From an optimization exercise on the open Yosys and OpenROAD flow, aimed at small area and a short achievable clock period; shortcuts taken in it are not production practice.
In this exercise RTL edits were held to simulation tests only and were not proved equivalent to the original.
Power is estimated from default activity; no workload was simulated.

## config.mk

```make
export PLATFORM = sky130hd
export DESIGN_NAME = sa_drain
export DESIGN_NICKNAME = sa_drain
export VERILOG_FILES = /design/flow/design.v
export SDC_FILE = /design/flow/constraint.sdc
export NUM_CORES = 4
export LEC_CHECK = 0
export CAP_MARGIN = 20
export CORE_MARGIN = 2
export CORE_UTILIZATION = 40
export PLACE_DENSITY = 0.6
export SETUP_SLACK_MARGIN = 2.5
export SLEW_MARGIN = 20
```

## constraint.sdc

```tcl
create_clock -name core_clock -period 4.5 [get_ports {I_CLK}]
set_input_delay 0.9000 -clock core_clock [delete_from_list [all_inputs] [get_ports {I_CLK}]]
set_output_delay 0.9000 -clock core_clock [all_outputs]
set_load 0.01 [all_outputs]
```

## design.v

```verilog
package sa_pkg;
  localparam int DW   = 16;
  localparam int FRAC = 13;
  typedef enum logic [1:0] {
    IDLE = 2'd0,
    RUN  = 2'd1,
    DONE = 2'd2
  } state_t;
endpackage
module sa_col_fifo #(
  parameter int DW    = 16,
  parameter int DEPTH = 8
) (
  input  logic                     clk,
  input  logic                     clr,       
  input  logic                     run,
  input  logic                     vld,
  input  logic                     load,      
  input  logic [DW-1:0]            din,
  output logic [DEPTH-1:0][DW-1:0] mem_q,
  output logic                     ne,        
  output logic                     ne_nx,     
  output logic                     full,
  output logic                     afull,     
  output logic                     vld_full   
);
  localparam int AW = $clog2(DEPTH);
  localparam int CW = AW + 1;
  logic [DW-1:0] mem [DEPTH];
  logic [CW-1:0] count;
  logic [AW-1:0] wr_ptr;
  logic          ok, vr, gt1;
  logic [CW-1:0] cnt_up, cnt_dn;
  assign cnt_up = {count[3] ^ (&count[2:0]), count[2] ^ (&count[1:0]), count[1] ^ count[0], ~count[0]};
  assign cnt_dn = {count[3] ^ ~(|count[2:0]), count[2] ^ ~(|count[1:0]), count[1] ^ ~count[0], ~count[0]};
  assign full     = count[AW];
  assign ne       = |count;
  assign gt1      = count[AW] | (|count[AW-1:1]);
  assign afull    = count[AW] | (&count[AW-1:0]);
  assign vr       = run & vld;
  assign ne_nx    = load ? (vr | gt1) : (vr | ne);
  assign vld_full = vld & full;
  assign ok       = ~full | load;
  for (genvar k = 0; k < DEPTH; k++) begin : g_w
    always_ff @(posedge clk) begin
      if (vld && ok && wr_ptr == AW'(k)) mem[k] <= din;
    end
    assign mem_q[k] = mem[k];
  end
  always_ff @(posedge clk) begin
    if (clr) begin
      count  <= '0;
      wr_ptr <= '0;
    end else begin
      count <= load ? (vr ? count : cnt_dn) : ((vr && !full) ? cnt_up : count);
      if (vr && ok) wr_ptr <= wr_ptr + 1'b1;
    end
  end
endmodule
module sa_drain #(
  parameter int N     = 8,
  parameter int DW    = sa_pkg::DW,
  parameter int DEPTH = 8
) (
  input  logic            I_CLK,
  input  logic            I_RST,
  input  logic            I_START,
  input  logic [7:0]      I_ROWS,
  input  logic [N-1:0]    I_COL_VLD,
  input  logic [N*DW-1:0] I_COL_D,
  output logic            O_VLD,
  input  logic            I_RDY,
  output logic [N*DW-1:0] O_ROW,
  output logic            O_LAST,
  output logic            O_DONE,
  output logic            O_AFULL,
  output logic            O_OVF
);
  localparam int AW = $clog2(DEPTH);
  logic run;                  
  logic allne;                
  logic [7:0] rem;            
  logic [DEPTH-1:0] rd_sel;   
  logic [N-1:0][DEPTH-1:0][DW-1:0] col_mem;
  logic [N-1:0] col_ne, col_ne_nx, col_full, col_af, col_vf;
  logic clr, hs, fin, load, vld_nx;
  assign clr  = I_RST | O_DONE;
  assign hs   = O_VLD & I_RDY;
  assign fin  = I_RDY & O_LAST;           
  assign load = allne & (~O_VLD | (I_RDY & ~O_LAST));
  assign vld_nx = load | (O_VLD & ~I_RDY);
  for (genvar j = 0; j < N; j++) begin : g_col
    sa_col_fifo #(.DW(DW), .DEPTH(DEPTH)) u_fifo (
      .clk      (I_CLK),
      .clr      (clr),
      .run      (run),
      .vld      (I_COL_VLD[j]),
      .load     (load),
      .din      (I_COL_D[j*DW +: DW]),
      .mem_q    (col_mem[j]),
      .ne       (col_ne[j]),
      .ne_nx    (col_ne_nx[j]),
      .full     (col_full[j]),
      .afull    (col_af[j]),
      .vld_full (col_vf[j])
    );
  end
  logic row_en;
  logic [DEPTH-1:0] row_sel;
  logic [N*DW-1:0] row_nx;
  assign row_en  = ~O_VLD | I_RDY;
  assign row_sel = rd_sel & {DEPTH{row_en}};
  for (genvar j = 0; j < N; j++) begin : g_row
    assign row_nx[j*DW +: DW] = (O_ROW[j*DW +: DW] & {DW{~row_en}})
                              | (col_mem[j][0] & {DW{row_sel[0]}}) | (col_mem[j][1] & {DW{row_sel[1]}})
                              | (col_mem[j][2] & {DW{row_sel[2]}}) | (col_mem[j][3] & {DW{row_sel[3]}})
                              | (col_mem[j][4] & {DW{row_sel[4]}}) | (col_mem[j][5] & {DW{row_sel[5]}})
                              | (col_mem[j][6] & {DW{row_sel[6]}}) | (col_mem[j][7] & {DW{row_sel[7]}});
  end
  always_ff @(posedge I_CLK) O_ROW <= row_nx;
  always_ff @(posedge I_CLK) begin
    if (hs) rem <= rem - 8'd1;
    else if (~run & ~O_DONE & I_START) rem <= I_ROWS - 8'd1;
  end
  always_ff @(posedge I_CLK) begin
    if (clr) rd_sel <= DEPTH'(1);
    else if (load) rd_sel <= {rd_sel[DEPTH-2:0], rd_sel[DEPTH-1]};
  end
  always_ff @(posedge I_CLK) begin
    if (I_RST) begin
      run     <= 1'b0;
      allne   <= 1'b0;
      O_DONE  <= 1'b0;
      O_VLD   <= 1'b0;
      O_LAST  <= 1'b0;
      O_AFULL <= 1'b0;
      O_OVF   <= 1'b0;
    end else begin
      run     <= run ? ~fin : (~O_DONE & I_START);
      allne   <= ~O_DONE & ~fin & (&col_ne_nx);
      O_DONE  <= run & fin;
      O_VLD   <= vld_nx;
      O_LAST  <= vld_nx & (hs ? (rem == 8'd1) : (rem == 8'd0));
      O_AFULL <= |col_af;
      if (run & ~load & (|col_vf)) O_OVF <= 1'b1;
    end
  end
endmodule
```

## run.sh

```bash
#!/bin/bash
# synth_recipe.tcl (not shown) runs the flow's synth.tcl, then flattens the netlist and writes it again
# the make line also repeats each setting of config.mk as NAME=value (left out here)
make -C /OpenROAD-flow-scripts/flow DESIGN_CONFIG=/design/flow/config.mk WORK_HOME=/design/flow/orfs CLKGATE_MAP_FILE= SYNTH_SCRIPT=/design/flow/synth_recipe.tcl finish
```

==> results of run 1 <==
through the flow:
step                      hold slack (ns)  worst slack (ns)  std cells  instance area, µm²  total power, mW
final                               0.481              2.33       4640               55300             24.1
after global routing                0.495              2.31       4640               55300             24.9
after CTS                           0.475              2.30       4592               54800             24.3
after detailed placement            0.466              1.16       4302               49400             14.2
after global placement              0.462              1.21       4301               49400             14.1
after floorplan                     0.442              2.30       2689               45200             13.5
synth_stat cells (15+ instances only):
| cell type | n |
|---|---|
| edfxtp_1 | 1032 |
| a221oi_1 | 257 |
| a22o_1 | 256 |
| dfxtp_1 | 199 |
| nor2_1 | 186 |
| clkbuf_1 | 157 |
| a31oi_1 | 137 |
| and3_1 | 67 |
| nand2_1 | 52 |
| ha_1 | 51 |
| nor3_1 | 36 |
| inv_1 | 32 |
| xnor2_1 | 21 |
| a21oi_1 | 20 |
| mux2i_1 | 19 |
| xor2_1 | 18 |
| and2_1 | 15 |
cell type report:
| type | count | area, µm² | area share [%] |
|---|---|---|---|
| timing repair buffer | 378 | 4250 | 7.69 |
| multi-input combinational | 1282 | 9900 | 17.9 |
| clock inverter | 69 | 776 | 1.40 |
| clock buffer | 154 | 3170 | 5.73 |
| sequential | 1231 | 35200 | 63.7 |
| inverter | 33 | 124 | 0.224 |
| tap | 1488 | 1860 | 3.37 |
| antenna | 5 | 12.5 | 0.0226 |
worst paths after layout:
check	start	end	slack [ns]
worst max-delay path	O_ROW[117]	O_ROW[117]	2.33
worst min-delay path	rem[7]	O_LAST	0.48
worst max register to register	rd_sel[6]	O_ROW[31]	2.51
worst min register to register	rem[7]	O_LAST	0.48
kinds of logic after synthesis:
| kind of cell | Yosys count | synth area share, % |
|---|---|---|
| and+or+nand+nor | 420 | 4.48 |
| DFF | 1231 | 78.1 |
| xor gates and xnor gates | 39 | 0.762 |
| buffers and inverters | 207 | 1.80 |
| muxes | 19 | 0.425 |
| adders and majority gates | 51 | 1.42 |
| AOI/OAI and AO/OA | 722 | 13.0 |
sequential cells by signal, indices dropped and copies added (netlist names):
| signal | flops |
|---|---|
| O_AFULL | 1 |
| O_DONE | 1 |
| O_LAST | 1 |
| O_OVF | 1 |
| O_ROW | 128 |
| O_VLD | 1 |
| allne | 1 |
| g_col.u_fifo.count | 32 |
| g_col.u_fifo.mem | 1024 |
| g_col.u_fifo.wr_ptr | 24 |
| rd_sel | 8 |
| rem | 8 |
| run | 1 |
power breakdown:
part / total (mW) / internal (mW) / switching (mW) / leakage (nW)
logic: 1.21 / 0.577 / 0.633 / 5.41
registers: 12.9 / 12.7 / 0.193 / 11.0
clock network: 10.0 / 5.79 / 4.24 / 1.91
total: 24.1 / 19.1 / 5.07 / 18.4
routing by layer:
layer / part of all wire, % / routed length (µm) / track usage, % / vias up
li1: - / - / - / 11772
met1: 42 / 49900 / 25.8 / 13480
met2: 49 / 58900 / 33.5 / 963
met3: 6.3 / 7500 / 3.32 / 184
met4: 2.6 / 3140 / 6.27 / 10
met5: 0.054 / 65 / 0 / -
timing repair:
item	in CTS	in global routing
endpoints found under the setup margin	1350	832
pin swaps	3	8
cloned	9	24
buffers inserted	58	19
resized for setup	880	42
==> out/metrics.cfg, run 1 <==
[placed_design]
hpwl_um=68800
io_buffers=280
gp_congestion=0.779

[yosys]
synth_top_flop_cell=edfxtp_1
yosysTopAreaCell=edfxtp_1
syn_inst=2689
yosys-top-cells-area=edfxtp_1 69%, dfxtp_1 8.9%, a221oi_1 5.0%
synth_area_per_cell_um2=16.7
yosysWarnings=3
synth_seq_area_share_pct=78.1
synth.top_cell.area_share_pct=69.2
synthArstFlopShare_pct=0
synth_seq_cells=1231
synth_nets=2888
ys_types=46
synth_edf_count=1032
syn_area_mm2=0.0448

[clock_tree]
cts-root-buf=clkbuf_16
cts_buffer_depth=3
clkTransAtPathRegs_ns=0.06
cts_tree=done
insertion_delay_ns=0.71
h-tree-depth=3
cts.sinks=1231
cts_buffers=120
hold_buffers=0

[timing]
maxSlewViolCount=0
fmax_mhz=462
relSlewSlack_pct=41.1
skew_ns=0.0222
setup_viol=0
max_slew.worst_pin.slew_ns=0.884
post-route-min-period_ns=2.17
grt_setup_unrepaired=true
setup_tns_ns=0
fin_crit_sh_pct=48.1
hold_violations=0

[worst_setup_path]
crit_path_start_kind=flip-flop
cp_cell_sequence=buf_6
cp_num_cells=1
cp_top_family=flip-flops
cp_slowest_stage_delay_ns=0.43
crit_type=reg2out
arrival_ns=1.27
slowest_stage=dfxtp_4
reg2regPathDepth=4
crit_required_ns=3.60
path_max_fanout=2
path_buf_inv=1
end_kind=primary output

[drt]
drt_iter0_drc=2532
route.detailed.drc=0
via_per_inst=5.69
num_vias=26409
wl_um=119000
dr.pass1.iters=6
avgRoutedWirePerCell_um=25.7
drtAntennaViolNets=0

[min_path]
hp-class=reg2reg
whs_path_depth=1

[die]
die_x_um=339
core-area_mm2=0.111
start_util_pct=40.4
dieArea_mm2=0.115
rows=122
die_y_um=339
pin_count=281

[finish]
final_common_cell=edfxtp_1
final_util_pct=49.9
final_cell_mix=1032 x edfxtp_1, 256 x a22o_1, 240 x a221oi_1, 184 x nor2_1, 138 x clkdlybuf4s50_1
area_growth_syn_to_layout_pct=23.5
fillers=9118
drive_above_1_share_pct=22.3
nets=3245

[run_status]
status=no timing/DRC/antenna violations

[pwr]
p_leak_nw=18.4
cellPowerDensity_mw_per_mm2=436
ir_drop_mv=0.320

[grt]
grt_pass1_wl_um=171000
antenna_found_initial=12
track_usage_pct=19.7
grt_max_degree=152
first_global_vias=26476
grt_overflow=0

[job]
drv_cap=0

==> run 2, diff against run 1 <==
--- a/config.mk
+++ b/config.mk
@@ -9,5 +9,5 @@
 export CORE_MARGIN = 2
 export CORE_UTILIZATION = 40
 export PLACE_DENSITY = 0.6
-export SETUP_SLACK_MARGIN = 2.5
+export SETUP_SLACK_MARGIN = 2.3
 export SLEW_MARGIN = 20
==> out/metrics.cfg, run 2 <==
[yosys]
syn_area_mm2=0.0448  ; unchanged
ys_types=46  ; unchanged
yosysTopAreaCell=edfxtp_1
synth_seq_cells=1231  ; unchanged
syn_inst=2689  ; unchanged
synth_seq_area_share_pct=78.1  ; unchanged
synth.cells.most_frequent=1032 x edfxtp_1, 257 x a221oi_1, 256 x a22o_1
synth_nets=2888  ; unchanged
yosys-top-cells-area=edfxtp_1 69%, dfxtp_1 8.9%, a221oi_1 5.0%
yosysWarnings=3  ; unchanged
synth_area_per_cell_um2=16.7  ; unchanged
synth_edf_count=1032  ; unchanged
synthArstFlopShare_pct=0  ; unchanged
synth.most_common_cell=edfxtp_1
synth.top_cell.area_share_pct=69.2  ; unchanged
synth_top_flop_cell=edfxtp_1

[timing]
setup_tns_ns=0  ; unchanged
relSlewSlack_pct=26.7  ; -14 points
skew_ns=0.0328  ; +0.0106 ns
grt_setup_unrepaired=true
fin_crit_sh_pct=48.1  ; about the same
max_slew.worst_pin.slew_ns=1.10  ; +0.216 ns
hold_violations=0  ; unchanged
fmax_mhz=462  ; about the same
post-route-min-period_ns=2.17  ; -0.00164 ns
maxSlewViolCount=0  ; unchanged
setup_viol=0  ; unchanged

[worst_setup_path]
path_buf_inv=1  ; unchanged
crit-reg2reg-capture=g_col[1].u_fifo.mem[4][6]
crit_path_start_kind=flip-flop
end_kind=primary output
arrival_ns=1.27  ; about the same
cp_slowest_stage_delay_ns=0.34  ; -0.09 ns
reg2reg_from=O_LAST
cp_top_family=flip-flops
setup.worst_path.end=O_ROW[20]
crit_required_ns=3.60  ; about the same
ff2ff_setup_slack_ns=2.33  ; -0.18 ns
crit_type=reg2out
cp_num_cells=1  ; unchanged
path_max_fanout=2  ; unchanged
reg2regPathDepth=8  ; +4
startpoint=O_ROW[20]
slowest_stage=dfxtp_2
cp_cell_sequence=clkdlybuf4s15_2

[pwr]
ir_drop_mv=0.330  ; +3.1%
finalPower_mw=24.0  ; -0.43%
p_leak_nw=17.9  ; -2.6%
cellPowerDensity_mw_per_mm2=446  ; +2.3%

[finish]
drive_above_1_share_pct=18.1  ; -4.3 points
final_cell_mix=1032 x edfxtp_1, 257 x a221oi_1, 256 x a22o_1, 186 x nor2_1, 143 x clkdlybuf4s50_1
fillers=9273  ; +1.7%
nets=3202  ; -1.3%
largest_reg_flops=1024  ; unchanged
final_common_cell=edfxtp_1
top_register=g_col.u_fifo.mem
multi_input_area_mm2=0.00943  ; -4.8%
largest_registers=g_col.u_fifo.mem (1024), O_ROW (128), g_col.u_fifo.count (32)
regArea_mm2=0.0351  ; -0.24%
area_growth_syn_to_layout_pct=20.2
instances_no_fill=4599  ; -0.88%

[min_path]
hp-class=reg2reg
whs_path_depth=1  ; unchanged

[grt]
first_global_vias=26268  ; -0.79%
track_usage_pct=19.3  ; -0.43 points
grt_pass1_wl_um=168000  ; -1.7%
grt_overflow=0  ; unchanged
antenna_found_initial=11  ; -1
grt_max_degree=71  ; -53%

[clock_tree]
h-tree-depth=3  ; unchanged
clkTransAtPathRegs_ns=0.06  ; about the same
insertion_delay_ns=0.72  ; about the same
cts_buffer_depth=3  ; unchanged
hold_buffers=0  ; unchanged
cts-root-buf=clkbuf_16
cts_tree=done
cts.sinks=1231  ; unchanged
cts_buffers=120  ; unchanged

[job]
drv_cap=0  ; unchanged

[die]
die_x_um=339  ; unchanged
start_util_pct=40.4  ; unchanged
core-area_mm2=0.111  ; unchanged
die_y_um=339  ; unchanged
dieArea_mm2=0.115  ; unchanged
pin_count=281  ; unchanged
rows=122  ; unchanged

[placed_design]
gp_congestion=0.767  ; -1.5%
hpwl_um=66600  ; -3.2%
io_buffers=280  ; unchanged
post-place-cells=4316  ; +0.33%

[drt]
drt_iter0_drc=2173  ; -14%
route.detailed.drc=0  ; unchanged
wl_um=114000  ; -4.3%
num_vias=25954  ; -1.7%
dr.pass1.iters=6  ; unchanged
drtAntennaViolNets=0  ; unchanged
avgRoutedWirePerCell_um=24.9  ; -3.4%
via_per_inst=5.64  ; -0.85%

[run_status]
status=no timing/DRC/antenna violations

## run 2: cell counts after synthesis
No cell type changed its count.
## run 2: repair_timing
action / in CTS / in global routing
resized for setup: 598 / 30
pin swaps: 5 / 4
gates cloned: 4 / 4
setup endpoints to repair: 1298 / 688
setup buffers: 30 / 15
## run 2: worst min path at each step
stage / from / to / slack [ns]
global route: rem[7] / O_LAST / 0.48
floorplan: rem[7] / O_LAST / 0.44
CTS: rem[7] / O_LAST / 0.46
global placement: rem[7] / O_LAST / 0.46
detailed placement: rem[7] / O_LAST / 0.46
finish: rem[7] / O_LAST / 0.46
## run 2: cell type report
| type | instances | area share [%] |
|---|---|---|
| Inverter | 33 | 0.230 |
| Clock inverter | 62 | 1.38 |
| Multi-Input combinational cell | 1258 | 17.5 |
| Sequential cell | 1231 | 65.2 |
| Clock buffer | 166 | 6.06 |
| Antenna cell | 2 | 0.00929 |
| Tap cell | 1488 | 3.46 |
| Timing Repair Buffer | 359 | 6.11 |
## run 2: metal layers
layer  GRT usage, %  routed length [µm]  share of wire, %
met4           5.59                2580               2.3
met3           3.40                6810               6.0
met2           32.9               56500                49
met5              0                  54             0.047
met1           25.2               48400                42
## run 2: logic make-up (layout without fill, tap and decap cells)
logic type | after synthesis | in the layout | synth area share (%)
compound gates | 722 | 724 | 13.0
xor+xnor | 39 | 39 | 0.762
fa+ha+maj | 51 | 51 | 1.42
buf+inv | 207 | 620 | 1.80
flops | 1231 | 1231 | 78.1
mux | 19 | 19 | 0.425
other cells | 0 | 2 | 0
simple gates | 420 | 425 | 4.48
## run 2: through the flow
stage               utilization (%)  area (µm²)  worst slack, ns  hold slack [ns]
detailed placement             44.6       49400             1.08            0.461
CTS                            48.3       53600             2.21            0.462
floorplan                         -       45100             2.23            0.442
global route                   48.6       53900             2.22            0.483
finish                         48.6       53900             2.33            0.460
global placement               44.6       49400             1.10            0.461
## run 2: where the power goes
group / total, mW / switching [mW] / leakage, nW / internal, mW
registers: 12.9 / 0.168 / 11.0 / 12.7
clock network: 10.1 / 4.20 / 1.93 / 5.94
logic: 1.03 / 0.580 / 4.92 / 0.450
total: 24.0 / 4.95 / 17.9 / 19.1
==> run 3, diff against run 2 <==
--- a/config.mk
+++ b/config.mk
@@ -7,7 +7,9 @@
 export LEC_CHECK = 0
 export CAP_MARGIN = 20
 export CORE_MARGIN = 2
-export CORE_UTILIZATION = 40
-export PLACE_DENSITY = 0.6
-export SETUP_SLACK_MARGIN = 2.3
+export CORE_UTILIZATION = 65
+export CTS_CLUSTER_DIAMETER = 80
+export CTS_CLUSTER_SIZE = 22
+export PLACE_DENSITY = 0.75
+export SETUP_SLACK_MARGIN = 2.5
 export SLEW_MARGIN = 20
==> out/metrics.cfg, run 3 <==
[drt]
dr.pass1.iters=5  ; -1
drtAntennaViolNets=0  ; unchanged
drt_iter0_drc=2779  ; +28%
via_per_inst=6.76  ; +20%
route.detailed.drc=0  ; unchanged
wl_um=109000  ; -4.3%
num_vias=26396  ; +1.7%
avgRoutedWirePerCell_um=28.0  ; +13%

[worst_setup_path]
crit_type=reg2out
end_kind=primary output
cp_num_cells=2  ; +1
cp_slowest_stage_delay_ns=0.36  ; +0.02 ns
crit_path_start_kind=flip-flop
startpoint=O_VLD
crit_required_ns=3.60  ; about the same
path_buf_inv=2  ; +1
cp_top_family=flip-flops
cp_cell_sequence=buf_12, buf_6
reg2regPathDepth=4  ; -4
ff2ff_setup_slack_ns=2.47  ; +0.14 ns
slowest_stage=dfxtp_4
path_max_fanout=2  ; unchanged
reg2reg_from=rd_sel[5]
arrival_ns=1.26  ; about the same

[grt]
use_met2_pct=51.5  ; +19 points
grt_overflow=0  ; unchanged
grt_util_met1_pct=40.0  ; +15 points
track_usage_pct=29.9  ; +11 points
busiest_layer=met2
antenna_found_initial=7  ; -4
first_global_vias=25946  ; -1.2%
grt_use_met3_pct=4.96  ; +1.6 points
grt_max_degree=78  ; +9.9%
grt_pass1_wl_um=158000  ; -5.9%

[yosys]
yosysTopAreaCell=edfxtp_1
yosysWarnings=3  ; unchanged
syn_area_mm2=0.0448  ; unchanged
synth_area_per_cell_um2=16.7  ; unchanged
yosys-top-cells-area=edfxtp_1 69%, dfxtp_1 8.9%, a221oi_1 5.0%
synth_top_flop_cell=edfxtp_1
synth.cells.most_frequent=1032 x edfxtp_1, 257 x a221oi_1, 256 x a22o_1
syn_inst=2689  ; unchanged
synth.top_cell.area_share_pct=69.2  ; unchanged
synth.most_common_cell=edfxtp_1
ys_types=46  ; unchanged
synth_seq_cells=1231  ; unchanged
synth_edf_count=1032  ; unchanged
synth_nets=2888  ; unchanged
synthArstFlopShare_pct=0  ; unchanged
synth_seq_area_share_pct=78.1  ; unchanged

[clock_tree]
cts_buffer_depth=3  ; unchanged
cts-root-buf=clkbuf_16
cts_tree=done
h-tree-depth=2  ; -1
cts.sinks=1231  ; unchanged
cts_buffers=61  ; -49%
clkTransAtPathRegs_ns=0.09  ; +0.03 ns
hold_buffers=0  ; unchanged
insertion_delay_ns=0.67  ; -0.05 ns

[pwr]
swShare_pct=20.6  ; +0.031 points
p_int_mw=15.9  ; -16%
power.net_switching_mw=4.14  ; -16%
clkPwrFrac_pct=30.1  ; -12 points
combPwrFrac_pct=5.8  ; +1.5 points
p_leak_nw=17.2  ; -3.8%
cellPowerDensity_mw_per_mm2=386  ; -14%
finalPower_mw=20.1  ; -16%
p_seq_share_pct=64.1  ; +11 points
ir_drop_mv=0.384  ; +16%

[timing]
setup_tns_ns=0  ; unchanged
setup_ws_ns=2.34  ; +0.00304 ns
maxSlewViolCount=0  ; unchanged
fin_crit_sh_pct=48.0  ; -0.068 points
max_slew.worst_pin.slew_ns=0.792  ; -0.308 ns
fmax_mhz=463  ; +0.14%
skew_ns=0.0263  ; -0.00656 ns
hold_violations=0  ; unchanged
relSlewSlack_pct=47.2  ; +21 points
grt_setup_unrepaired=true
post-route-min-period_ns=2.16  ; -0.00304 ns
setup_viol=0  ; unchanged
timing.hold.ws_ns=0.469  ; +0.00812 ns

[run_status]
status=no timing/DRC/antenna violations

[finish]
final_util_pct=76.0  ; +27 points
final_cell_mix=1032 x edfxtp_1, 256 x a22o_1, 253 x a221oi_1, 184 x nor2_1, 138 x clkdlybuf4s50_1
final_area_mm2=0.0521  ; -3.3%
fillers=3811  ; -59%
nets=3167  ; -1.1%
instances_no_fill=3905  ; -15%
largest_registers=g_col.u_fifo.mem (1024), O_ROW (128), g_col.u_fifo.count (32)
regArea_mm2=0.0352  ; +0.20%
area_growth_syn_to_layout_pct=16.2
drive_above_1_share_pct=18.5  ; +0.46 points
final_common_cell=edfxtp_1
top_register=g_col.u_fifo.mem
largest_reg_flops=1024  ; unchanged
multi_input_area_mm2=0.00975  ; +3.5%

[placed_design]
dpl_worst_slack_ns=1.07  ; -0.0168 ns
hpwl_um=60000  ; -10%
gp_congestion=0.815  ; +6.3%
io_buffers=280  ; unchanged
post-place-cells=3695  ; -14%
place_area_mm2=0.0487  ; -1.5%

[die]
start_util_pct=65.4  ; +25 points
pin_count=281  ; unchanged
core-area_mm2=0.0685  ; -38%
die_x_um=267  ; -21%
die_y_um=267  ; -21%
rows=96  ; -21%
dieArea_mm2=0.0710  ; -38%

[min_path]
hp-class=reg2reg
hp-start=rem[7]
whs_path_depth=1  ; unchanged

[job]
drv_cap=0  ; unchanged

## run 3: cell counts after synthesis
Identical to the previous run, type by type.
## run 3: path summary, 6_finish.rpt
path / end
max: O_VLD
min reg2reg: O_LAST
min: O_LAST
max reg2reg: O_ROW[96]
## run 3: layer usage
| layer | vias to the layer above | wire, µm |
|---|---|---|
| met1 | 13430 | 41500 |
| met4 | 10 | 2760 |
| met3 | 171 | 9590 |
| li1 | 11534 | - |
| met2 | 1251 | 55600 |
| met5 | - | 60 |
## run 3: logic make-up (layout without fill, tap and decap cells)
logic type / count (synthesis) / after routing / share of synthesized area, %
AOI/OAI and AO/OA: 722 / 723 / 13.0
xor gates and xnor gates: 39 / 39 / 0.762
adders and majority gates: 51 / 51 / 1.42
buffers and inverters: 207 / 514 / 1.80
DFF: 1231 / 1231 / 78.1
muxes: 19 / 19 / 0.425
other: 0 / 2 / 0
and+or+nand+nor: 420 / 444 / 4.48
## run 3: layout make-up
| class | instances | area share, % |
|---|---|---|
| clock buffers | 114 | 3.40 |
| well taps | 882 | 2.12 |
| flip-flops and latches | 1231 | 67.6 |
| inverters | 33 | 0.243 |
| diodes | 2 | 0.00961 |
| repair buffers | 365 | 7.81 |
| clock inverters | 2 | 0.0505 |
| multi-input cells | 1276 | 18.7 |
## run 3: timing repair
item | in CTS | in global routing
pin swaps | 3 | 6
cloned | 9 | 17
resized for setup | 858 | 37
setup endpoints to repair | 1350 | 980
buffers inserted | 52 | 14
## run 3: power groups by stage
stage / Clock (mW) / Sequential [mW] / Combinational, mW
floorplan: 0 / 13.1 / 0.415
global placement: 0 / 13.1 / 1.02
detailed placement: 0 / 13.1 / 1.05
CTS: 6.08 / 12.9 / 1.13
global route: 6.45 / 12.9 / 1.25
finish: 6.04 / 12.9 / 1.17
## run 3: worst register-to-register path: stages (launching register included)
cell and delay [ns]:
dfxtp_4 0.54, buf_8 0.32, a22o_1 0.32, a221oi_1 0.55, a31oi_1 0.17
==> run 4, diff against run 3 <==
==> flow/run.sh (new file) <==
#!/bin/bash
# The standard layout (standard.sh: standard synthesis, ORFS floorplan to finish) with three
# changes made through ORFS's own variables:
#  - port buffers are buf_1 cells instead of the default delay buffers,
#  - CTS inserts no dummy loads,
#  - CTS clusters up to 22 sinks within 80 um under each leaf buffer.
# Each ORFS step writes its full log under orfs/logs/; make's own output goes to standard.log.
set -euo pipefail
export BUFFER_PORTS_ARGS="-buffer_cell sky130_fd_sc_hd__buf_1"
export CTS_ARGS="-sink_clustering_enable -repair_clock_nets -dont_use_dummy_load -sink_clustering_size 22 -sink_clustering_max_diameter 80"
bash standard.sh > standard.log 2>&1
==> standard.sh (new file) <==
#!/bin/bash
# synth_recipe.tcl (not shown) runs the flow's synth.tcl, then flattens the netlist and writes it again
# the make line also repeats each setting of config.mk as NAME=value (left out here)
make -C /OpenROAD-flow-scripts/flow DESIGN_CONFIG=/design/flow/config.mk WORK_HOME=/design/flow/orfs CLKGATE_MAP_FILE= SYNTH_SCRIPT=/design/flow/synth_recipe.tcl "${@:-finish}"
--- a/config.mk
+++ b/config.mk
@@ -8,8 +8,6 @@
 export CAP_MARGIN = 20
 export CORE_MARGIN = 2
 export CORE_UTILIZATION = 65
-export CTS_CLUSTER_DIAMETER = 80
-export CTS_CLUSTER_SIZE = 22
 export PLACE_DENSITY = 0.75
 export SETUP_SLACK_MARGIN = 2.5
 export SLEW_MARGIN = 20
removed: run.sh
==> out/metrics.cfg, run 4 <==
[yosys]
synthArstFlopShare_pct=0  ; unchanged
synth_seq_area_share_pct=78.1  ; unchanged
synth.top_cell.area_share_pct=69.2  ; unchanged
yosysWarnings=3  ; unchanged
synth_edf_count=1032  ; unchanged
yosys-top-cells-area=edfxtp_1 69%, dfxtp_1 8.9%, a221oi_1 5.0%
syn_inst=2689  ; unchanged
synth.cells.most_frequent=1032 x edfxtp_1, 257 x a221oi_1, 256 x a22o_1
synth_seq_cells=1231  ; unchanged
synth.most_common_cell=edfxtp_1
yosysTopAreaCell=edfxtp_1
ys_types=46  ; unchanged
synth_nets=2888  ; unchanged
syn_area_mm2=0.0448  ; unchanged
synth_top_flop_cell=edfxtp_1
synth_area_per_cell_um2=16.7  ; unchanged

[worst_setup_path]
ff2ff_setup_slack_ns=2.48  ; about the same
end_kind=primary output
startpoint=O_VLD
crit_required_ns=3.60  ; about the same
crit_type=reg2out
setup.worst_path.end=O_VLD
arrival_ns=1.16  ; -0.10 ns
crit_path_start_kind=flip-flop
reg2regPathDepth=8  ; +4
reg2reg_from=O_VLD
crit-reg2reg-capture=g_col[2].u_fifo.mem[1][7]
path_max_fanout=2  ; unchanged

[job]
drv_cap=0  ; unchanged

[run_status]
status=no timing/DRC/antenna violations

[finish]
drive_above_1_share_pct=19.1  ; +0.56 points
top_register=g_col.u_fifo.mem
final_common_cell=edfxtp_1
largest_registers=g_col.u_fifo.mem (1024), O_ROW (128), g_col.u_fifo.count (32)
fillers=3933  ; +3.2%
final_area_mm2=0.0511  ; -1.9%
nets=3201  ; +1.1%
final_cell_mix=1032 x edfxtp_1, 256 x a22o_1, 255 x a221oi_1, 184 x nor2_1, 146 x buf_1
antenna_cells=0  ; -2
largest_reg_flops=1024  ; unchanged
area_growth_syn_to_layout_pct=14.0
final_util_pct=74.6  ; -1.4 points

[pwr]
finalPower_mw=19.8  ; -1.2%
ir_drop_mv=0.455  ; +18%
p_leak_nw=16.8  ; -2.5%
cellPowerDensity_mw_per_mm2=389  ; +0.76%

[placed_design]
io_buffers=280  ; unchanged
place_area_mm2=0.0469  ; -3.6%
hpwl_um=61100  ; +1.8%
gp_congestion=0.813  ; -0.22%
dpl_worst_slack_ns=1.39  ; +0.321 ns

[die]
die_y_um=267  ; unchanged
core-area_mm2=0.0685  ; unchanged
die_x_um=267  ; unchanged
start_util_pct=65.4  ; unchanged
pin_count=281  ; unchanged
dieArea_mm2=0.0710  ; unchanged
rows=96  ; unchanged

[clock_tree]
hold_buffers=0  ; unchanged
cts_buffer_depth=3  ; unchanged
cts_buffers=66  ; +8.2%
cts-root-buf=clkbuf_16
clkTransAtPathRegs_ns=0.08  ; about the same
h-tree-depth=3  ; +1
cts_tree=done
cts.sinks=1231  ; unchanged
insertion_delay_ns=0.64  ; -0.03 ns

[drt]
drt_iter0_drc=3132  ; +13%
via_per_inst=6.93  ; +2.6%
num_vias=26917  ; +2.0%
avgRoutedWirePerCell_um=28.9  ; +3.3%
dr.pass1.iters=6  ; +1
wl_um=112000  ; +2.7%
route.detailed.drc=0  ; unchanged
drtAntennaViolNets=0  ; unchanged

[grt]
antenna_found_initial=4  ; -3
grt_max_degree=81  ; +3.8%
track_usage_pct=30.1  ; +0.13 points
grt_pass1_wl_um=159000  ; +0.62%
first_global_vias=26062  ; +0.45%
grt_overflow=0  ; unchanged

[timing]
skew_ns=0.0486  ; +0.0224 ns
setup_viol=0  ; unchanged
post-route-min-period_ns=2.06  ; -0.104 ns
fmax_mhz=486  ; +5.0%
relSlewSlack_pct=47.8  ; +0.57 points
maxSlewViolCount=0  ; unchanged
setup_ws_ns=2.44  ; +0.104 ns
setup_tns_ns=0  ; unchanged
max_slew.worst_pin.slew_ns=0.783  ; -0.00856 ns
hold_violations=0  ; unchanged
fin_crit_sh_pct=45.7  ; -2.3 points
grt_setup_unrepaired=true

[min_path]
hp-class=reg2reg

## run 4: timing repair
| action | CTS | global route |
|---|---|---|
| gates resized for setup | 353 | 84 |
| gates cloned | 17 | 28 |
| endpoints found under the hold margin | 0 | 0 |
| pin swaps | 1 | 5 |
| setup buffers | 46 | 26 |
| setup endpoints to repair | 1324 | 981 |
## run 4: power by group
part | internal (mW) | switching (mW)
logic | 0.452 | 0.631
clock network | 2.63 | 3.29
registers | 12.7 | 0.173
total | 15.8 | 4.09
## run 4: kinds of logic (layout without fill, tap and decap cells)
group	Yosys count	count (layout)	share of synthesized area (%)
compound gates	722	723	13.0
buf+inv	207	476	1.80
fa+ha+maj	51	51	1.42
flops	1231	1231	78.1
xor+xnor	39	39	0.762
mux	19	19	0.425
simple gates	420	461	4.48
## run 4: worst min path at each step
stage / cells past startpoint / from / end / slack, ns
2_1_floorplan: 1 / rem[7] / O_LAST / 0.44
3_3_place_gp: 2 / O_OVF / O_OVF / 0.46
3_5_place_dp: 2 / O_OVF / O_OVF / 0.46
4_1_cts: 2 / O_OVF / O_OVF / 0.47
5_1_grt: 2 / O_OVF / O_OVF / 0.50
6_report: 2 / O_ROW[43] / O_ROW[43] / 0.48
## run 4: area by class of cell
class	count	area [µm²]	area share, %
multi-input combinational	1293	9960	19.5
timing repair buffer	377	3060	5.99
clock buffer	66	1650	3.23
inverter	33	124	0.243
tap	882	1100	2.16
sequential	1231	35200	68.9
## run 4: critical path, cell delays in order, from the launching register on
cell	delay (ns)
dfxtp_2	0.33
buf_12	0.12
buf_6	0.11
## run 4: through the flow
step,std cells,hold WS [ns]
finish,3882,0.483
global route,3882,0.501
CTS,3828,0.473
detailed placement,3699,0.463
global placement,3698,0.457
floorplan,2689,0.442
## run 4: per-layer routing
layer / GRT usage [%] / routed length, µm / share of wire, % / up-vias
li1: - / - / - / 11587
met1: 39.8 / 42100 / 38 / 13702
met2: 51.5 / 57200 / 51 / 1416
met3: 4.82 / 9890 / 8.8 / 204
met4: 9.90 / 3090 / 2.8 / 8
met5: 0 / 47 / 0.042 / -
==> run 5, diff against run 4 <==
--- a/design.v
+++ b/design.v
@@ -120,7 +120,7 @@
   always_ff @(posedge I_CLK) O_ROW <= row_nx;
   always_ff @(posedge I_CLK) begin
     if (hs) rem <= rem - 8'd1;
-    else if (~run & ~O_DONE & I_START) rem <= I_ROWS - 8'd1;
+    else if (~run & ~O_DONE & I_START) rem <= I_ROWS;
   end
   always_ff @(posedge I_CLK) begin
     if (clr) rd_sel <= DEPTH'(1);
@@ -140,7 +140,7 @@
       allne   <= ~O_DONE & ~fin & (&col_ne_nx);
       O_DONE  <= run & fin;
       O_VLD   <= vld_nx;
-      O_LAST  <= vld_nx & (hs ? (rem == 8'd1) : (rem == 8'd0));
+      O_LAST  <= vld_nx & (hs ? (rem == 8'd2) : (rem == 8'd1));
       O_AFULL <= |col_af;
       if (run & ~load & (|col_vf)) O_OVF <= 1'b1;
     end
--- a/config.mk
+++ b/config.mk
@@ -9,5 +9,5 @@
 export CORE_MARGIN = 2
 export CORE_UTILIZATION = 65
 export PLACE_DENSITY = 0.75
-export SETUP_SLACK_MARGIN = 2.5
+export SETUP_SLACK_MARGIN = 2.45
 export SLEW_MARGIN = 20
==> out/metrics.cfg, run 5 <==
[drt]
wl_um=108000  ; -4.3%
num_vias=26230  ; -2.6%
drtAntennaViolNets=0  ; unchanged
route.detailed.drc=0  ; unchanged
dr.pass1.iters=7  ; +1
drt_iter0_drc=3278  ; +4.7%
via_per_inst=6.82  ; -1.6%
avgRoutedWirePerCell_um=28.0  ; -3.4%

[finish]
top_register=g_col.u_fifo.mem
drive_above_1_share_pct=16.0  ; -3.1 points
area_growth_syn_to_layout_pct=12.1
largest_registers=g_col.u_fifo.mem (1024), O_ROW (128), g_col.u_fifo.count (32)
largest_reg_flops=1024  ; unchanged
nets=3162  ; -1.2%
final_common_cell=edfxtp_1
instances_no_fill=3846  ; -0.93%
final_cell_mix=1032 x edfxtp_1, 256 x a22o_1, 248 x a221oi_1, 198 x nor2_1, 159 x buf_1

[min_path]
whs_path_depth=1  ; -1
hp-class=reg2reg

[yosys]
synth.top_cell.area_share_pct=69.3  ; +0.093 points
synthArstFlopShare_pct=0  ; unchanged
synth.most_common_cell=edfxtp_1
synth_seq_area_share_pct=78.2  ; +0.10 points
synth_area_per_cell_um2=16.7  ; +0.16%
synth_nets=2880  ; -0.28%
ys_types=50  ; +8.7%
syn_inst=2681  ; -0.30%
yosysTopAreaCell=edfxtp_1
synth_seq_cells=1231  ; unchanged
syn_area_mm2=0.0447  ; -0.13%
yosys-top-cells-area=edfxtp_1 69%, dfxtp_1 8.9%, a221oi_1 5.0%
synth_top_flop_cell=edfxtp_1
synth.cells.most_frequent=1032 x edfxtp_1, 256 x a221oi_1, 256 x a22o_1
synth_edf_count=1032  ; unchanged
yosysWarnings=3  ; unchanged

[timing]
fmax_mhz=479  ; -1.4%
timing.hold.ws_ns=0.471  ; -0.0124 ns
hold_violations=0  ; unchanged
relSlewSlack_pct=40.9  ; -6.8 points
post-route-min-period_ns=2.09  ; +0.0297 ns
setup_tns_ns=0  ; unchanged
setup_viol=0  ; unchanged
skew_ns=0.0472  ; -0.00147 ns
maxSlewViolCount=0  ; unchanged
max_slew.worst_pin.slew_ns=0.886  ; +0.103 ns
setup_ws_ns=2.41  ; -0.0297 ns
fin_crit_sh_pct=46.4  ; +0.66 points
grt_setup_unrepaired=true

[clock_tree]
h-tree-depth=3  ; unchanged
hold_buffers=0  ; unchanged
cts_buffer_depth=3  ; unchanged
cts_buffers=66  ; unchanged
cts_tree=done
insertion_delay_ns=0.63  ; about the same
clkTransAtPathRegs_ns=0.08  ; about the same
cts.sinks=1231  ; unchanged
cts-root-buf=clkbuf_16

[pwr]
finalPower_mw=19.6  ; -1.1%
p_leak_nw=16.5  ; -2.0%
ir_drop_mv=0.455  ; about the same
cellPowerDensity_mw_per_mm2=392  ; +0.79%

[run_status]
status=no timing/DRC/antenna violations

[worst_setup_path]
crit_required_ns=4.78  ; +1.18 ns
reg2regPathDepth=7  ; -1
crit_path_start_kind=input port
crit_type=in2reg
path_max_fanout=16  ; +14
arrival_ns=2.37  ; +1.21 ns
end_kind=flip-flop

[die]
rows=96  ; unchanged
die_x_um=266  ; about the same
start_util_pct=65.5  ; about the same
dieArea_mm2=0.0709  ; -0.13%
die_y_um=266  ; about the same
core-area_mm2=0.0683  ; -0.18%
pin_count=281  ; unchanged

[placed_design]
post-place-cells=3695  ; -0.11%
hpwl_um=60200  ; -1.5%
dpl_worst_slack_ns=1.09  ; -0.302 ns
gp_congestion=0.831  ; +2.2%
io_buffers=280  ; unchanged

[grt]
first_global_vias=25504  ; -2.1%
grt_max_degree=74  ; -8.6%
grt_overflow=0  ; unchanged
grt_pass1_wl_um=156000  ; -1.5%
track_usage_pct=29.7  ; -0.39 points
antenna_found_initial=9  ; +5

[job]
drv_cap=0  ; unchanged

run 5: cell types whose count changed after synthesis, moves of 4 or more:
cell      change
a21oi_1       -9
a21oi_2       +6
buf_1         +5
buf_2        +10
clkbuf_1     -13
nand2_1       +6
nor2_1       +12
nor2b_1       -4
nor3_1       -13
nor4_1        +5
o21a_1        -5
o21ai_0       +7
or4_1         -6
run 5: final cells by class:
cell class | instances | area (µm²)
sequential | 1231 | 35100
fill | 4029 | 18200
multi-input combinational | 1270 | 9610
timing repair buffer | 363 | 2520
clock buffer | 66 | 1650
tap | 882 | 1100
inverter | 31 | 116
antenna | 3 | 7.51
run 5: routing by layer:
layer	vias up	GRT usage [%]	share of wire, %
met5	-	0	0.073
li1	11436	-	-
met3	174	4.13	8.3
met4	12	7.90	2.2
met2	1330	50.0	50
met1	13278	41.3	39
run 5: critical path, cell delays in order:
cell and delay (ns):
clkbuf_4 0.17, nor2b_4 0.26, o21ai_4 0.12, buf_4 0.21
nand2_2 0.11, and2_4 0.20, and3_4 0.38
run 5: repair_timing:
| action | CTS | global route |
|---|---|---|
| pin swaps | 8 | 1 |
| setup endpoints to repair | 1273 | 857 |
| setup buffers | 29 | 29 |
| endpoints found under the hold margin | 0 | 0 |
| gates cloned | 14 | 10 |
| gates resized for setup | 201 | 80 |
run 5: per-stage QoR:
step	area [µm²]	util [%]
final	50100	73.4
after global routing	50100	73.4
after CTS	49500	72.4
after detailed placement	46800	68.5
after global placement	46800	68.5
after floorplan	45000	-
run 5: where the power goes:
group	total (mW)	switching, mW	internal (mW)
registers	12.8	0.161	12.7
logic	0.929	0.553	0.375
clock network	5.89	3.27	2.62
run 5: cell families (layout without fill, tap and decap cells):
kind of cell | count (synthesis) | after routing | share of synthesized area, %
xor gates and xnor gates | 37 | 37 | 0.724
muxes | 21 | 21 | 0.470
buffers and inverters | 204 | 460 | 1.77
adders and majority gates | 51 | 51 | 1.43
DFF | 1231 | 1231 | 78.2
and+or+nand+nor | 416 | 439 | 4.36
other | 0 | 3 | 0
AOI/OAI and AO/OA | 721 | 722 | 13.1
run 5: worst paths after layout:
| kind | from | end | slack (ns) |
|---|---|---|---|
| min reg2reg | rem[7] | O_LAST | 0.47 |
| min | rem[7] | O_LAST | 0.47 |
| max reg2reg | O_LAST | g_col[2].u_fifo.mem[2][2] | 2.45 |
| max | I_RDY | g_col[2].u_fifo.mem[2][2] | 2.41 |
==> run 6, diff against run 5 <==
--- a/config.mk
+++ b/config.mk
@@ -9,5 +9,5 @@
 export CORE_MARGIN = 2
 export CORE_UTILIZATION = 65
 export PLACE_DENSITY = 0.75
-export SETUP_SLACK_MARGIN = 2.45
+export SETUP_SLACK_MARGIN = 2.4
 export SLEW_MARGIN = 20
==> out/metrics.cfg, run 6 <==
[run_status]
status=no timing/DRC/antenna violations

[pwr]
clkPwrFrac_pct=30.1  ; about the same
combPwrFrac_pct=4.3  ; -0.4 points
p_int_mw=15.6  ; -0.50%
finalPower_mw=19.5  ; -0.62%
cellPowerDensity_mw_per_mm2=397  ; +1.5%
power.net_switching_mw=3.94  ; -1.1%
swShare_pct=20.2  ; -0.092 points
ir_drop_mv=0.391  ; -14%
p_seq_share_pct=65.6  ; +0.3 points
p_leak_nw=15.9  ; -3.6%

[grt]
grt_pass1_wl_um=152000  ; -3.1%
first_global_vias=25170  ; -1.3%
grt_max_degree=155  ; +110%
grt_overflow=0  ; unchanged
antenna_found_initial=10  ; +1
track_usage_pct=28.6  ; -1.1 points

[drt]
via_per_inst=6.77  ; -0.71%
route.detailed.drc=0  ; unchanged
avgRoutedWirePerCell_um=27.5  ; -1.8%
drt_iter0_drc=2595  ; -21%
drtAntennaViolNets=0  ; unchanged
dr.pass1.iters=6  ; -1
num_vias=25686  ; -2.1%
wl_um=104000  ; -3.1%

[yosys]
synth.top_cell.area_share_pct=69.3  ; unchanged
synth.cells.most_frequent=1032 x edfxtp_1, 256 x a221oi_1, 256 x a22o_1
yosysWarnings=3  ; unchanged
synthArstFlopShare_pct=0  ; unchanged
synth_area_per_cell_um2=16.7  ; unchanged
synth.most_common_cell=edfxtp_1
synth_nets=2880  ; unchanged
yosys-top-cells-area=edfxtp_1 69%, dfxtp_1 8.9%, a221oi_1 5.0%
ys_types=50  ; unchanged
synth_edf_count=1032  ; unchanged
synth_seq_area_share_pct=78.2  ; unchanged
syn_inst=2681  ; unchanged
synth_top_flop_cell=edfxtp_1
yosysTopAreaCell=edfxtp_1
synth_seq_cells=1231  ; unchanged
syn_area_mm2=0.0447  ; unchanged

[worst_setup_path]
crit-reg2reg-capture=O_ROW[10]
ff2ff_setup_slack_ns=2.44  ; about the same
end_kind=flip-flop
crit_required_ns=4.74  ; -0.04 ns
slowest_stage=and3_2
crit_path_start_kind=input port
cp_cell_sequence=buf_2, nor2b_4, o21ai_4, buf_12, nand2_2, and3_2
crit_type=in2reg
arrival_ns=2.32  ; -0.05 ns
reg2reg_from=rd_sel[0]
path_max_fanout=36  ; +20
cp_slowest_stage_delay_ns=0.54  ; +0.16 ns
reg2regPathDepth=4  ; -3
path_buf_inv=2  ; unchanged
cp_top_family=simple AND/OR/NAND/NOR gates

[die]
die_x_um=266  ; unchanged
rows=96  ; unchanged
core-area_mm2=0.0683  ; unchanged
pin_count=281  ; unchanged
die_y_um=266  ; unchanged
start_util_pct=65.5  ; unchanged
dieArea_mm2=0.0709  ; unchanged

[placed_design]
hpwl_um=60500  ; +0.64%
io_buffers=280  ; unchanged
gp_congestion=0.821  ; -1.2%
place_area_mm2=0.0467  ; -0.26%

[clock_tree]
cts.sinks=1231  ; unchanged
insertion_delay_ns=0.63  ; about the same
cts_tree=done
cts-root-buf=clkbuf_16
hold_buffers=0  ; unchanged
clkTransAtPathRegs_ns=0.09  ; about the same
h-tree-depth=3  ; unchanged
cts_buffer_depth=3  ; unchanged
cts_buffers=66  ; unchanged

[timing]
setup_tns_ns=0  ; unchanged
fin_crit_sh_pct=46.3  ; -0.13 points
post-route-min-period_ns=2.08  ; -0.00600 ns
max_slew.worst_pin.slew_ns=0.777  ; -0.109 ns
grt_setup_unrepaired=true
fmax_mhz=480  ; +0.29%
relSlewSlack_pct=48.2  ; +7.3 points
setup_viol=0  ; unchanged
hold_violations=0  ; unchanged
skew_ns=0.0482  ; +0.000984 ns
timing.hold.ws_ns=0.471  ; +0.000293 ns
maxSlewViolCount=0  ; unchanged

[finish]
fillers=4175  ; +3.6%
final_common_cell=edfxtp_1
largest_reg_flops=1024  ; unchanged
nets=3107  ; -1.7%
top_register=g_col.u_fifo.mem
drive_above_1_share_pct=9.74  ; -6.3 points
area_growth_syn_to_layout_pct=9.76
largest_registers=g_col.u_fifo.mem (1024), O_ROW (128), g_col.u_fifo.count (32)
final_cell_mix=1032 x edfxtp_1, 256 x a22o_1, 255 x a221oi_1, 237 x buf_1, 198 x nor2_1
final_area_mm2=0.0491  ; -2.1%

[min_path]
hp-class=reg2reg
whs_path_depth=1  ; unchanged
hp-start=rem[7]
hold-path-endpoint=O_LAST

[job]
drv_cap=0  ; unchanged

run 6: cell counts after synthesis:
No cell type changed its count.
run 6: how the worst max path moves through the flow:
stage	start	end	slack, ns	cells past startpoint
finish	I_RDY	g_col[2].u_fifo.mem[3][10]	2.42	6
global route	rd_sel[0]	O_ROW[41]	2.39	4
CTS	I_RDY	g_col[2].u_fifo.mem[3][10]	2.40	6
detailed placement	I_RDY	g_col[2].u_fifo.mem[3][3]	1.34	6
global placement	I_RDY	g_col[2].u_fifo.mem[3][4]	1.39	6
floorplan	I_RDY	g_col[3].u_fifo.mem[4][0]	2.33	6
run 6: power by group through the flow:
stage	Clock (mW)	Sequential, mW	Combinational, mW
2_1_floorplan	0	13.1	0.383
3_3_place_gp	0	13.0	0.761
3_5_place_dp	0	13.1	0.793
4_1_cts	5.92	12.8	0.816
5_1_grt	6.28	12.8	0.913
6_report	5.88	12.8	0.836
run 6: what timing repair did:
item,CTS,global route
gates cloned,2,5
resized for setup,63,41
setup endpoints to repair,1179,819
buffers inserted,12,16
pin swaps,5,5
run 6: logic make-up (layout without fill, tap and decap cells):
kind of cell,count (synthesis),count (layout),share of synthesized area [%]
AO/OA/AOI/OAI,721,721,13.1
XOR/XNOR,37,37,0.724
AND/OR/NAND/NOR,416,423,4.36
flip-flops,1231,1231,78.2
multiplexers,21,21,0.470
buffers and inverters,204,422,1.77
adder cells (fa/ha/maj),51,51,1.43
other,0,5,0
run 6: routing by layer:
metal / vias up / track usage (%) / wire, µm
met4: 8 / 9.46 / 3110
met1: 13058 / 38.4 / 40700
met5: - / 0 / 48
li1: 11309 / - / -
met2: 1124 / 48.0 / 52200
met3: 187 / 5.01 / 8180
run 6: worst register-to-register path, cell delays in order, from the launching register on:
cell	delay [ns]
dfxtp_4	0.56
buf_12	0.30
a22o_1	0.48
a221oi_1	0.42
a31oi_1	0.15
run 6: cell type report:
cell class	instances	area, µm²	area share [%]
antenna	5	12.5	0.0255
clock buffer	66	1650	3.36
inverter	31	116	0.237
multi-input combinational	1253	9340	19.0
sequential	1231	35100	71.4
tap	882	1100	2.25
timing repair buffer	325	1830	3.73
run 6: metrics by stage:
stage | instances | util [%] | setup WS, ns
after detailed placement | 3686 | 68.3 | 1.34
after floorplan | 2681 | - | 2.33
after CTS | 3766 | 71.2 | 2.40
after global routing | 3793 | 71.9 | 2.39
after global placement | 3686 | 68.3 | 1.39
final | 3793 | 71.9 | 2.42
==> run 7, diff against run 6 <==
--- a/config.mk
+++ b/config.mk
@@ -7,7 +7,7 @@
 export LEC_CHECK = 0
 export CAP_MARGIN = 20
 export CORE_MARGIN = 2
-export CORE_UTILIZATION = 65
-export PLACE_DENSITY = 0.75
+export CORE_UTILIZATION = 75
+export PLACE_DENSITY = 0.85
 export SETUP_SLACK_MARGIN = 2.4
 export SLEW_MARGIN = 20
==> out/metrics.cfg, run 7 <==
[yosys]
synth.most_common_cell=edfxtp_1
synth_seq_cells=1231  ; unchanged
yosysWarnings=3  ; unchanged
synthArstFlopShare_pct=0  ; unchanged
ys_types=50  ; unchanged
yosys-top-cells-area=edfxtp_1 69%, dfxtp_1 8.9%, a221oi_1 5.0%
syn_area_mm2=0.0447  ; unchanged
synth_seq_area_share_pct=78.2  ; unchanged
synth.cells.most_frequent=1032 x edfxtp_1, 256 x a221oi_1, 256 x a22o_1
synth_area_per_cell_um2=16.7  ; unchanged
synth_nets=2880  ; unchanged
synth_edf_count=1032  ; unchanged
synth.top_cell.area_share_pct=69.3  ; unchanged
syn_inst=2681  ; unchanged
synth_top_flop_cell=edfxtp_1
yosysTopAreaCell=edfxtp_1

[pwr]
p_leak_nw=16.1  ; +1.3%
power.net_switching_mw=3.96  ; +0.41%
combPwrFrac_pct=4.6  ; +0.3 points
p_int_mw=15.4  ; -1.3%
finalPower_mw=19.3  ; -0.93%
clkPwrFrac_pct=29.1  ; -1.0 points
cellPowerDensity_mw_per_mm2=393  ; -1.1%
p_seq_share_pct=66.3  ; +0.7 points
swShare_pct=20.5  ; +0.27 points
ir_drop_mv=0.437  ; +12%

[drt]
num_vias=27011  ; +5.2%
drtAntennaViolNets=0  ; unchanged
route.detailed.drc=0  ; unchanged
dr.pass1.iters=6  ; unchanged
via_per_inst=7.30  ; +7.9%
wl_um=112000  ; +7.3%
avgRoutedWirePerCell_um=30.2  ; +10%
drt_iter0_drc=3272  ; +26%

[worst_setup_path]
setup.worst_path.end=g_col[3].u_fifo.mem[1][7]
end_kind=flip-flop
crit_path_start_kind=input port
startpoint=I_RDY
crit-reg2reg-capture=O_ROW[61]
crit_type=in2reg
slowest_stage=and3_2
arrival_ns=2.44  ; +0.12 ns
path_max_fanout=12  ; -67%
cp_cell_sequence=buf_2, nor2b_4, o21ai_4, buf_12, buf_12, nand2_2, and2_4, and3_2
reg2regPathDepth=3  ; -1
ff2ff_setup_slack_ns=2.41  ; -0.03 ns
critPathMostFrequentCell=buf_12
reg2reg_from=rd_sel[4]
cp_slowest_stage_delay_ns=0.40  ; -0.14 ns
crit_required_ns=4.84  ; +0.10 ns

[grt]
track_usage_pct=35.2  ; +6.6 points
grt_max_degree=78  ; -50%
grt_pass1_wl_um=160000  ; +5.8%
antenna_found_initial=12  ; +2
first_global_vias=26559  ; +5.5%
grt_overflow=0  ; unchanged

[timing]
max_slew.worst_pin.slew_ns=1.03  ; +0.255 ns
relSlewSlack_pct=31.2  ; -17 points
fmax_mhz=474  ; -1.3%
grt_setup_unrepaired=false
setup_tns_ns=0  ; unchanged
hold_violations=0  ; unchanged
skew_ns=0.0531  ; +0.00491 ns
maxSlewViolCount=0  ; unchanged
setup_viol=0  ; unchanged
post-route-min-period_ns=2.11  ; +0.0273 ns
fin_crit_sh_pct=46.9  ; +0.61 points

[clock_tree]
cts_buffers=61  ; -7.6%
h-tree-depth=2  ; -1
clkTransAtPathRegs_ns=0.08  ; about the same
hold_buffers=0  ; unchanged
insertion_delay_ns=0.67  ; +0.04 ns
cts_tree=done
cts_buffer_depth=3  ; unchanged
cts-root-buf=clkbuf_16
cts.sinks=1231  ; unchanged

[finish]
top_register=g_col.u_fifo.mem
drive_above_1_share_pct=12.7  ; +3.0 points
instances_no_fill=3698  ; -2.5%
fillers=2668  ; -36%
largest_reg_flops=1024  ; unchanged
final_cell_mix=1032 x edfxtp_1, 256 x a22o_1, 256 x a221oi_1, 198 x nor2_1, 180 x buf_1
final_common_cell=edfxtp_1
nets=3122  ; +0.48%
largest_registers=g_col.u_fifo.mem (1024), O_ROW (128), g_col.u_fifo.count (32)
final_util_pct=83.3  ; +11 points
area_growth_syn_to_layout_pct=9.95

[die]
start_util_pct=75.8  ; +10 points
core-area_mm2=0.0590  ; -14%
pin_count=281  ; unchanged
rows=89  ; -7.3%
dieArea_mm2=0.0616  ; -13%
die_y_um=248  ; -6.8%
die_x_um=248  ; -6.8%

[placed_design]
post-place-cells=3586  ; -2.7%
hpwl_um=63300  ; +4.6%
io_buffers=280  ; unchanged
gp_congestion=0.843  ; +2.6%

[job]
drv_cap=0  ; unchanged

[min_path]
hp-class=reg2reg
whs_path_depth=1  ; unchanged

[run_status]
status=no timing/DRC/antenna violations

## run 7: cell types whose count changed in the layout (fill, tap and decap cells not counted), sizes merged
cell,change
diode,-1
clkbuf,+9
inv,-1
clkinvlp,+1
nand2b,+1
and3,+6
buf,-1
## run 7: cell type report
type / instances / area (µm²) / share of cell area, %
Sequential cell: 1231 / 35100 / 71.3
Tap cell: 773 / 967 / 1.97
Clock buffer: 61 / 1530 / 3.10
Inverter: 31 / 120 / 0.244
Antenna cell: 4 / 10.0 / 0.0203
Timing Repair Buffer: 338 / 2080 / 4.23
Multi-Input combinational cell: 1260 / 9420 / 19.1
## run 7: metal layers
layer	up-vias	share of wire, %	GRT usage (%)
met3	335	11	6.40
met2	1907	50	59.7
met1	13387	35	46.4
li1	11366	-	-
met4	16	4.0	12.9
met5	-	0.10	0
## run 7: critical path: cells and delay by family
family	cells	cell delay (ns)
and+or+nand+nor	4	0.95
buffers and inverters	3	0.50
AOI/OAI and AO/OA	1	0.09
## run 7: power by group through the flow
stage	sequential (mW)	combinational (mW)	clock, mW
2_1_floorplan	13.1	0.383	0
3_5_place_dp	13.1	0.794	0
6_report	12.8	0.883	5.63
3_3_place_gp	13.0	0.745	0
4_1_cts	12.8	0.847	5.63
5_1_grt	12.8	0.947	6.00
## run 7: how the worst min path moves through the flow
stage / from / to / slack [ns]
after floorplan: rem[7] / O_LAST / 0.44
after global placement: rem[7] / O_LAST / 0.46
after detailed placement: rem[7] / O_LAST / 0.47
after CTS: rem[7] / O_LAST / 0.48
after global routing: rem[7] / O_LAST / 0.49
final: rem[7] / O_LAST / 0.48
## run 7: logic make-up (layout without fill, tap and decap cells)
family	count (synthesis)	count (layout)	share of synthesized area [%]
compound gates	721	721	13.1
xor+xnor	37	37	0.724
fa+ha+maj	51	51	1.43
buf+inv	204	430	1.77
flops	1231	1231	78.2
mux	21	21	0.470
other cells	0	4	0
simple gates	416	430	4.36
## run 7: through the flow
step | setup WS [ns] | hold WS, ns | cell area (µm²)
after global placement | 1.47 | 0.462 | 46600
final | 2.39 | 0.475 | 49200
after global routing | 2.39 | 0.487 | 49200
after floorplan | 2.33 | 0.442 | 45000
after detailed placement | 1.40 | 0.471 | 46600
after CTS | 2.36 | 0.476 | 48800
## run 7: timing repair
item	4_1_cts	5_1_grt
gates resized for setup	138	60
buffers inserted	19	13
setup endpoints to repair	1264	750
pin swaps	4	3
gates cloned	12	3
==> run 8, diff against run 7 <==
==> flow/run.sh (replaced) <==
#!/bin/bash
# The standard layout (standard.sh: standard synthesis, ORFS floorplan to finish) with three
# changes made through ORFS's own variables:
#  - port buffers are buf_1 cells instead of the default delay buffers,
#  - CTS inserts no dummy loads,
#  - CTS clusters up to 18 sinks within 70 um under each leaf buffer.
# Each ORFS step writes its full log under orfs/logs/; make's own output goes to standard.log.
set -euo pipefail
export BUFFER_PORTS_ARGS="-buffer_cell sky130_fd_sc_hd__buf_1"
export CTS_ARGS="-sink_clustering_enable -repair_clock_nets -dont_use_dummy_load -sink_clustering_size 18 -sink_clustering_max_diameter 70"
bash standard.sh > standard.log 2>&1
--- a/config.mk
+++ b/config.mk
@@ -7,7 +7,7 @@
 export LEC_CHECK = 0
 export CAP_MARGIN = 20
 export CORE_MARGIN = 2
-export CORE_UTILIZATION = 75
-export PLACE_DENSITY = 0.85
+export CORE_UTILIZATION = 65
+export PLACE_DENSITY = 0.75
 export SETUP_SLACK_MARGIN = 2.4
 export SLEW_MARGIN = 20
==> out/metrics.cfg, run 8 <==
[placed_design]
gp_congestion=0.821  ; -2.6%
io_buffers=280  ; unchanged
post-place-cells=3686  ; +2.8%
hpwl_um=60500  ; -4.4%

[yosys]
synth.most_common_cell=edfxtp_1
synth.cells.most_frequent=1032 x edfxtp_1, 256 x a221oi_1, 256 x a22o_1
synth_area_per_cell_um2=16.7  ; unchanged
ys_types=50  ; unchanged
synth_top_flop_cell=edfxtp_1
synth_seq_area_share_pct=78.2  ; unchanged
synth.top_cell.area_share_pct=69.3  ; unchanged
synth_nets=2880  ; unchanged
synth_edf_count=1032  ; unchanged
synthArstFlopShare_pct=0  ; unchanged
yosysWarnings=3  ; unchanged
synth_seq_cells=1231  ; unchanged
syn_inst=2681  ; unchanged
yosys-top-cells-area=edfxtp_1 69%, dfxtp_1 8.9%, a221oi_1 5.0%
yosysTopAreaCell=edfxtp_1
syn_area_mm2=0.0447  ; unchanged

[worst_setup_path]
crit_path_start_kind=flip-flop
end_kind=primary output
path_max_fanout=2  ; -10
ff2ff_setup_slack_ns=2.48  ; +0.07 ns
cp_slowest_stage_delay_ns=0.36  ; -0.04 ns
path_buf_inv=1  ; -2
arrival_ns=1.17  ; -1.27 ns
cp_cell_sequence=buf_1
slowest_stage=dfxtp_1
crit_type=reg2out
crit_required_ns=3.60  ; -1.24 ns
startpoint=O_ROW[116]
cp_top_family=flip-flops
reg2reg_from=rd_sel[4]

[die]
die_y_um=266  ; +7.3%
start_util_pct=65.5  ; -10 points
dieArea_mm2=0.0709  ; +15%
rows=96  ; +7.9%
pin_count=281  ; unchanged
die_x_um=266  ; +7.3%
core-area_mm2=0.0683  ; +16%

[pwr]
swShare_pct=20.1  ; -0.34 points
cellPowerDensity_mw_per_mm2=408  ; +3.7%
p_int_mw=16.1  ; +4.5%
combPwrFrac_pct=4.2  ; -0.4 points
power.net_switching_mw=4.05  ; +2.3%
p_seq_share_pct=63.7  ; -2.6 points
ir_drop_mv=0.320  ; -27%
p_leak_nw=16.0  ; -0.62%
clkPwrFrac_pct=32.2  ; +3.1 points

[finish]
largest_registers=g_col.u_fifo.mem (1024), O_ROW (128), g_col.u_fifo.count (32)
area_growth_syn_to_layout_pct=10.3
final_util_pct=72.2  ; -11 points
final_common_cell=edfxtp_1
instances_no_fill=3802  ; +2.8%
drive_above_1_share_pct=9.59  ; -3.1 points
final_cell_mix=1032 x edfxtp_1, 256 x a22o_1, 256 x a221oi_1, 248 x buf_1, 198 x nor2_1
nets=3120  ; -0.064%
top_register=g_col.u_fifo.mem
fillers=4186  ; +57%
largest_reg_flops=1024  ; unchanged

[drt]
via_per_inst=6.79  ; -7.0%
wl_um=104000  ; -7.1%
drt_iter0_drc=2798  ; -14%
drtAntennaViolNets=0  ; unchanged
dr.pass1.iters=5  ; -1
num_vias=25825  ; -4.4%
route.detailed.drc=0  ; unchanged
avgRoutedWirePerCell_um=27.3  ; -9.6%

[timing]
maxSlewViolCount=0  ; unchanged
hold_violations=0  ; unchanged
fin_crit_sh_pct=46.0  ; -0.90 points
grt_setup_unrepaired=true
fmax_mhz=483  ; +1.9%
setup_viol=0  ; unchanged
setup_tns_ns=0  ; unchanged
skew_ns=0.0417  ; -0.0114 ns
max_slew.worst_pin.slew_ns=1.12  ; +0.0846 ns
relSlewSlack_pct=25.6  ; -5.6 points
post-route-min-period_ns=2.07  ; -0.0403 ns

[min_path]
hp-class=reg2reg
hp-start=rem[7]

[clock_tree]
clkTransAtPathRegs_ns=0.07  ; about the same
hold_buffers=0  ; unchanged
cts-root-buf=clkbuf_16
cts_tree=done
h-tree-depth=3  ; +1
cts.sinks=1231  ; unchanged
cts_buffers=79  ; +30%
insertion_delay_ns=0.62  ; -0.05 ns
cts_buffer_depth=3  ; unchanged

[grt]
track_usage_pct=28.6  ; -6.6 points
antenna_found_initial=6  ; -6
grt_overflow=0  ; unchanged
first_global_vias=25154  ; -5.3%
grt_max_degree=155  ; +99%
grt_pass1_wl_um=152000  ; -5.1%

[run_status]
status=no timing/DRC/antenna violations

[job]
drv_cap=0  ; unchanged

run 8: cell count changes in the layout (fill, tap and decap cells not counted), sizes merged, moves of 3 or more:
cell and change:
buf +17, diode -3, clkbuf -11, and3 -7
run 8: final timing paths:
path / end / cells after the start
worst min-delay path: O_LAST / 1
worst max register to register: O_ROW[70] / 4
worst min register to register: O_LAST / 1
worst max-delay path: O_ROW[116] / 1
run 8: area by class of cell:
type / count / area, µm² / share of cell area, %
tap: 882 / 1100 / 2.24
sequential: 1231 / 35000 / 71.0
antenna: 1 / 2.50 / 0.00507
multi-input combinational: 1252 / 9330 / 18.9
timing repair buffer: 326 / 1770 / 3.58
clock buffer: 79 / 1980 / 4.01
inverter: 31 / 116 / 0.236
run 8: kinds of logic (layout without fill, tap and decap cells):
family | after synthesis | after routing | synth area share, %
simple gates | 416 | 422 | 4.36
buf+inv | 204 | 436 | 1.77
fa+ha+maj | 51 | 51 | 1.43
xor+xnor | 37 | 37 | 0.724
other cells | 0 | 1 | 0
flops | 1231 | 1231 | 78.2
compound gates | 721 | 721 | 13.1
mux | 21 | 21 | 0.470
run 8: what timing repair did:
action                      CTS  global route
pin swaps                     4             5
setup buffers                10            19
setup endpoints to repair  1175           748
resized for setup            73            11
cloned                        3             3
run 8: per-layer routing:
layer  track usage, %  wire, µm  vias to the layer above
li1                 -         -                    11329
met1             39.2     40600                    13103
met2             48.4     52700                     1219
met3             3.92      8070                      166
met4             8.62      2490                        8
met5                0        47                        -
run 8: power by group through the flow:
stage | registers, mW | logic, mW | clock network (mW)
2_1_floorplan | 13.1 | 0.383 | 0
3_3_place_gp | 13.0 | 0.761 | 0
3_5_place_dp | 13.1 | 0.793 | 0
4_1_cts | 12.8 | 0.819 | 6.53
5_1_grt | 12.8 | 0.912 | 6.92
6_report | 12.8 | 0.837 | 6.47
run 8: stage by stage:
step / area [µm²] / hold slack, ns / total power, mW / worst slack (ns)
final: 49300 / 0.467 / 20.1 / 2.43
after global routing: 49300 / 0.490 / 20.7 / 2.39
after floorplan: 45000 / 0.442 / 13.4 / 2.33
after global placement: 46700 / 0.464 / 13.8 / 1.39
after CTS: 49000 / 0.476 / 20.2 / 2.40
after detailed placement: 46700 / 0.473 / 13.9 / 1.34

-- static timing again, ports no longer ideal --
The results above use ideal ports. As a check the final layouts listed here were re-extracted and re-timed, cells and wires unchanged. Step 1 (the two cells are an assumption about what drives the block):
set clk [get_ports {I_CLK}]
set_driving_cell -lib_cell sky130_fd_sc_hd__clkbuf_16 $clk
set_driving_cell -lib_cell sky130_fd_sc_hd__buf_2 [delete_from_list [all_inputs] $clk]
Step 2 also shifts input and output timing later by t, the mid clock arrival at the registers, as if the neighbouring blocks saw the same clock. Slacks: ideal / step 1 / step 2; pairs: ideal / step 1.
run	t, ns	setup slack, ns	worst setup path at the end	slew at the worst register clock pin (ns)
run 1	0.768	2.333 / 2.263 / 1.793	input to register	0.07 / 0.07
run 2	0.774	2.335 / 2.265 / 1.601	input to register	0.06 / 0.06
run 3	0.728	2.338 / 2.268 / 1.840	input to register	0.10 / 0.10
run 4	0.681	2.442 / 2.376 / 1.822	input to register	0.09 / 0.09
run 5	0.678	2.412 / 2.401 / 1.775	input to register	0.10 / 0.10
run 6	0.671	2.418 / 2.370 / 1.787	input to register	0.09 / 0.09
run 7	0.711	2.391 / 2.350 / 1.721	input to register	0.10 / 0.10
run 8	0.668	2.431 / 2.366 / 1.814	input to register	0.08 / 0.08
After both steps every run listed still meets setup and hold. For run 2, which loses most, drivers alone change the setup slack by -0.070 ns; drivers and shift together by -0.734 ns.
